This is an optimization exercise on Yosys and OpenROAD, whose aim is small area, not a production implementation. Function was checked by simulation only, so behaviour that the tests miss may differ from the original. Power figures rest on the tool's default switching activity, not on a simulated workload.

Design ibf_cfg_loader, start of the top module:
module ibf_cfg_loader #(
    parameter  int N_NUM       = 32,
    parameter  int DATA_WIDTH  = 4096,
    parameter  int WR_WIDTH    = 32,
    localparam int CFG_BIT_NUM = $clog2(N_NUM),
    localparam int MUX_NUM     = DATA_WIDTH / N_NUM,
    localparam int CFG_WIDTH   = CFG_BIT_NUM * MUX_NUM
) (
    input  logic                 clk,
    input  logic                 rst_n,
    input  logic                 cfg_wr_valid,
    output logic                 cfg_wr_ready,
    input  logic [WR_WIDTH-1:0]  cfg_wr_data,
    input  logic                 cfg_wr_last,
    input  logic                 commit_req,
    output logic [CFG_WIDTH-1:0] cfg_out,
    output logic                 cfg_pending,
    output logic                 cfg_applied,
    output logic                 cfg_err
);
    localparam int               BEATS    = (CFG_WIDTH + WR_WIDTH - 1) / WR_WIDTH;
    localparam int               SH_W     = BEATS * WR_WIDTH;
    localparam int               CNT_W    = (BEATS > 1) ? $clog2(BEATS) : 1;
    localparam logic [CNT_W-1:0] LAST_CNT = CNT_W'(BEATS - 1);
    logic                 full_q;
    logic [CNT_W-1:0]     cnt_q;
    logic [SH_W-1:0]      shadow_q;
    logic [CFG_WIDTH-1:0] cfg_out_q;
    logic                 applied_q;
    logic                 err_q;
    logic xfer, last_beat, commit;
    assign cfg_wr_ready = ~full_q;
    assign cfg_pending  = full_q;
    assign cfg_out      = cfg_out_q;
    assign cfg_applied  = applied_q;
    assign cfg_err      = err_q;
    assign xfer      = cfg_wr_valid & ~full_q;
    assign last_beat = (cnt_q == LAST_CNT);
    assign commit    = full_q & commit_req;
    logic [SH_W-1:0]      sh_in, sh_d;
    logic [CFG_WIDTH-1:0] co_d;
    logic                 sh_ld, sh_keep, co_ld, co_keep;
    if (BEATS > 1) begin : g_shift
        assign sh_in = {cfg_wr_data, shadow_q[SH_W-1:WR_WIDTH]};
    end else begin : g_one
        assign sh_in = cfg_wr_data;
    end
    assign sh_ld   = xfer;
    assign sh_keep = ~xfer;
    assign co_ld   = rst_n & commit;    
    assign co_keep = rst_n & ~commit;
  ...
Settings: LEC_CHECK=0, CAP_MARGIN=20, CORE_MARGIN=2, CORE_UTILIZATION=40, SLEW_MARGIN=20, SYNTH_HIERARCHICAL=1; clock period 5.0 ns.
run.sh (not shown) runs the stock make flow with config.mk's settings and CLKGATE_MAP_FILE= SYNTH_SCRIPT=/design/flow/synth_recipe.tcl, a recipe that flattens the netlist after the stock synthesis.
Next try:
==> flow/flow/run.sh (new file) <==
#!/bin/bash
# Standard ORFS layout (the standard.sh) with two changes:
#  * the port buffers are the smallest buffer (buf_1) instead of the default pick;
#  * clock tree synthesis without dummy loads, and with larger sink clusters.
# Each tool's full output is kept in ORFS's per-step logs (orfs/logs/...); make's own
# output goes to standard.log.
set -euo pipefail
export BUFFER_PORTS_ARGS="-buffer_cell sky130_fd_sc_hd__buf_1"
export CTS_ARGS="-sink_clustering_enable -repair_clock_nets -dont_use_dummy_load -buf_list sky130_fd_sc_hd__clkbuf_16 -sink_clustering_size 30 -sink_clustering_max_diameter 60"
bash standard.sh > standard.log 2>&1
==> flow/standard.sh (new file) <==
#!/bin/bash
# synth_recipe.tcl (not shown) runs the flow's synth.tcl, then flattens the netlist and writes it again
# the make line also repeats each setting of config.mk as NAME=value (left out here)
make -C /OpenROAD-flow-scripts/flow DESIGN_CONFIG=/design/flow/config.mk WORK_HOME=/design/flow/orfs CLKGATE_MAP_FILE= SYNTH_SCRIPT=/design/flow/synth_recipe.tcl "${@:-finish}"
- CAP_MARGIN: 20 -> 10
- CORE_UTILIZATION: 40 -> 70
- SLEW_MARGIN: 20 -> 10
removed: flow/run.sh
Total power goes down by 22%.
Final cell count decreases by 16%.
Via count is about the same.
First-iteration DRC count grows by 21%.
Global-route usage increases by 13 points.
Routed wire length decreases by 6.8%.
Sequential share of layout area came out higher by 9.7 points.
Cell area fell by 16%.
Non-clock buffer count shrinks by 7.

* * *

The RTL this note starts from:
==> flow/design.v <==
module ibf_cfg_loader #(
    parameter  int N_NUM       = 32,
    parameter  int DATA_WIDTH  = 4096,
    parameter  int WR_WIDTH    = 32,
    localparam int CFG_BIT_NUM = $clog2(N_NUM),
    localparam int MUX_NUM     = DATA_WIDTH / N_NUM,
    localparam int CFG_WIDTH   = CFG_BIT_NUM * MUX_NUM
) (
    input  logic                 clk,
    input  logic                 rst_n,
    input  logic                 cfg_wr_valid,
    output logic                 cfg_wr_ready,
    input  logic [WR_WIDTH-1:0]  cfg_wr_data,
    input  logic                 cfg_wr_last,
    input  logic                 commit_req,
    output logic [CFG_WIDTH-1:0] cfg_out,
    output logic                 cfg_pending,
    output logic                 cfg_applied,
    output logic                 cfg_err
);
    localparam int               BEATS    = (CFG_WIDTH + WR_WIDTH - 1) / WR_WIDTH;
    localparam int               SH_W     = BEATS * WR_WIDTH;
    localparam int               CNT_W    = (BEATS > 1) ? $clog2(BEATS) : 1;
    localparam logic [CNT_W-1:0] LAST_CNT = CNT_W'(BEATS - 1);
    logic                 full_q;
    logic [CNT_W-1:0]     cnt_q;
    logic [SH_W-1:0]      shadow_q;
    logic [CFG_WIDTH-1:0] cfg_out_q;
    logic                 applied_q;
    logic                 err_q;
    logic xfer, last_beat, commit;
    assign cfg_wr_ready = ~full_q;
    assign cfg_pending  = full_q;
    assign cfg_out      = cfg_out_q;
    assign cfg_applied  = applied_q;
    assign cfg_err      = err_q;
    assign xfer      = cfg_wr_valid & ~full_q;
    assign last_beat = (cnt_q == LAST_CNT);
    assign commit    = full_q & commit_req;
    logic [SH_W-1:0]      sh_in, sh_d;
    logic [CFG_WIDTH-1:0] co_d;
    logic                 sh_ld, sh_keep, co_ld, co_keep;
    if (BEATS > 1) begin : g_shift
        assign sh_in = {cfg_wr_data, shadow_q[SH_W-1:WR_WIDTH]};
    end else begin : g_one
        assign sh_in = cfg_wr_data;
    end
    assign sh_ld   = xfer;
    assign sh_keep = ~xfer;
    assign co_ld   = rst_n & commit;    
    assign co_keep = rst_n & ~commit;
    for (genvar i = 0; i < SH_W; i++) begin : g_sh
        ibf_cfg_loader_hold u_hold (
            .ld (sh_ld), .din (sh_in[i]), .keep (sh_keep), .q (shadow_q[i]), .d (sh_d[i])
        );
    end
    for (genvar i = 0; i < CFG_WIDTH; i++) begin : g_co
        ibf_cfg_loader_hold u_hold (
            .ld (co_ld), .din (shadow_q[i]), .keep (co_keep), .q (cfg_out_q[i]), .d (co_d[i])
        );
    end
    always_ff @(posedge clk) shadow_q <= sh_d;
    always_ff @(posedge clk) cfg_out_q <= co_d;
    always_ff @(posedge clk) begin
        if (!rst_n) begin
            full_q    <= 1'b0;
            cnt_q     <= '0;
            applied_q <= 1'b0;
            err_q     <= 1'b0;
        end else begin
            applied_q <= commit;
            err_q     <= xfer & (cfg_wr_last ^ last_beat);
            if (commit) full_q <= 1'b0;
            else if (xfer & cfg_wr_last & last_beat) full_q <= 1'b1;
            if (xfer) begin
                if (cfg_wr_last | last_beat) cnt_q <= '0;
                else                         cnt_q <= cnt_q + CNT_W'(1);
            end
        end
    end
endmodule
module ibf_cfg_loader_hold (
    input  logic ld,
    input  logic din,
    input  logic keep,
    input  logic q,
    output logic d
);
    assign d = (ld & din) | (keep & q);
endmodule
==> flow/config.mk <==
export PLATFORM = sky130hd
export DESIGN_NAME = ibf_cfg_loader
export DESIGN_NICKNAME = ibf_cfg_loader
export VERILOG_FILES = /design/flow/design.v
export SDC_FILE = /design/flow/constraint.sdc
export NUM_CORES = 4
export LEC_CHECK = 0
export CAP_MARGIN = 20
export CORE_MARGIN = 2
export CORE_UTILIZATION = 40
export SLEW_MARGIN = 20
export SYNTH_HIERARCHICAL = 1
==> flow/constraint.sdc <==
create_clock -name core_clock -period 5.0 [get_ports {clk}]
set_input_delay 1.0000 -clock core_clock [delete_from_list [all_inputs] [get_ports {clk}]]
set_output_delay 1.0000 -clock core_clock [all_outputs]
set_load 0.01 [all_outputs]
standard.sh (not shown) runs the stock make flow with config.mk's settings and CLKGATE_MAP_FILE= SYNTH_SCRIPT=/design/flow/synth_recipe.tcl, a recipe that flattens the netlist after the stock synthesis.
==> flow/flow/run.sh <==
#!/bin/bash
# Standard ORFS layout (the standard.sh) with two changes:
#  * the port buffers are the smallest buffer (buf_1) instead of the default pick;
#  * clock tree synthesis without dummy loads, and with larger sink clusters.
# Each tool's full output is kept in ORFS's per-step logs (orfs/logs/...); make's own
# output goes to standard.log.
set -euo pipefail
export BUFFER_PORTS_ARGS="-buffer_cell sky130_fd_sc_hd__buf_1"
export CTS_ARGS="-sink_clustering_enable -repair_clock_nets -dont_use_dummy_load -buf_list sky130_fd_sc_hd__clkbuf_16 -sink_clustering_size 30 -sink_clustering_max_diameter 60"
bash standard.sh > standard.log 2>&1
Rerun with:
Settings changed: CAP_MARGIN 20 to 10, CORE_UTILIZATION 40 to 85, SLEW_MARGIN 20 to 10.
Effect:
- This time the run did not get past clock tree synthesis (4_1_cts) with DPL-0033
- synthesized cell count does not change
- synthesized area is unchanged

-- static timing again, ports no longer ideal --
No port has a modelled driver above. Below, the same layouts with a new extraction and two added sets of constraints. Step 1 sets driving cells, clkbuf_16 on the clock port and buf_2 on the other inputs (assumed; they add their load-dependent delay and slew). Step 2, shift: input delay + t, output delay - t, t = (earliest + latest rising clock arrival at the registers) / 2. This alone moves slack from input paths to output paths. a / b / c = no drivers / after step 1 / after step 2; a / b = the first two.
run | t, ns | setup WS [ns] | slew at the worst register clock pin (ns)
the first run of note 1 | 0.792 | 2.073 / 2.004 / 1.627 | 0.06 / 0.06
the second run of note 1 | 0.693 | 2.181 / 2.181 / 1.616 | 0.11 / 0.11
the first run of note 2 | 0.719 | 2.316 / 2.316 / 1.746 | 0.11 / 0.11
After both steps setup and hold are still met in every run listed. For the first run of note 2, which loses most, drivers alone change the setup slack by 0.000 ns; drivers and shift together by -0.570 ns.
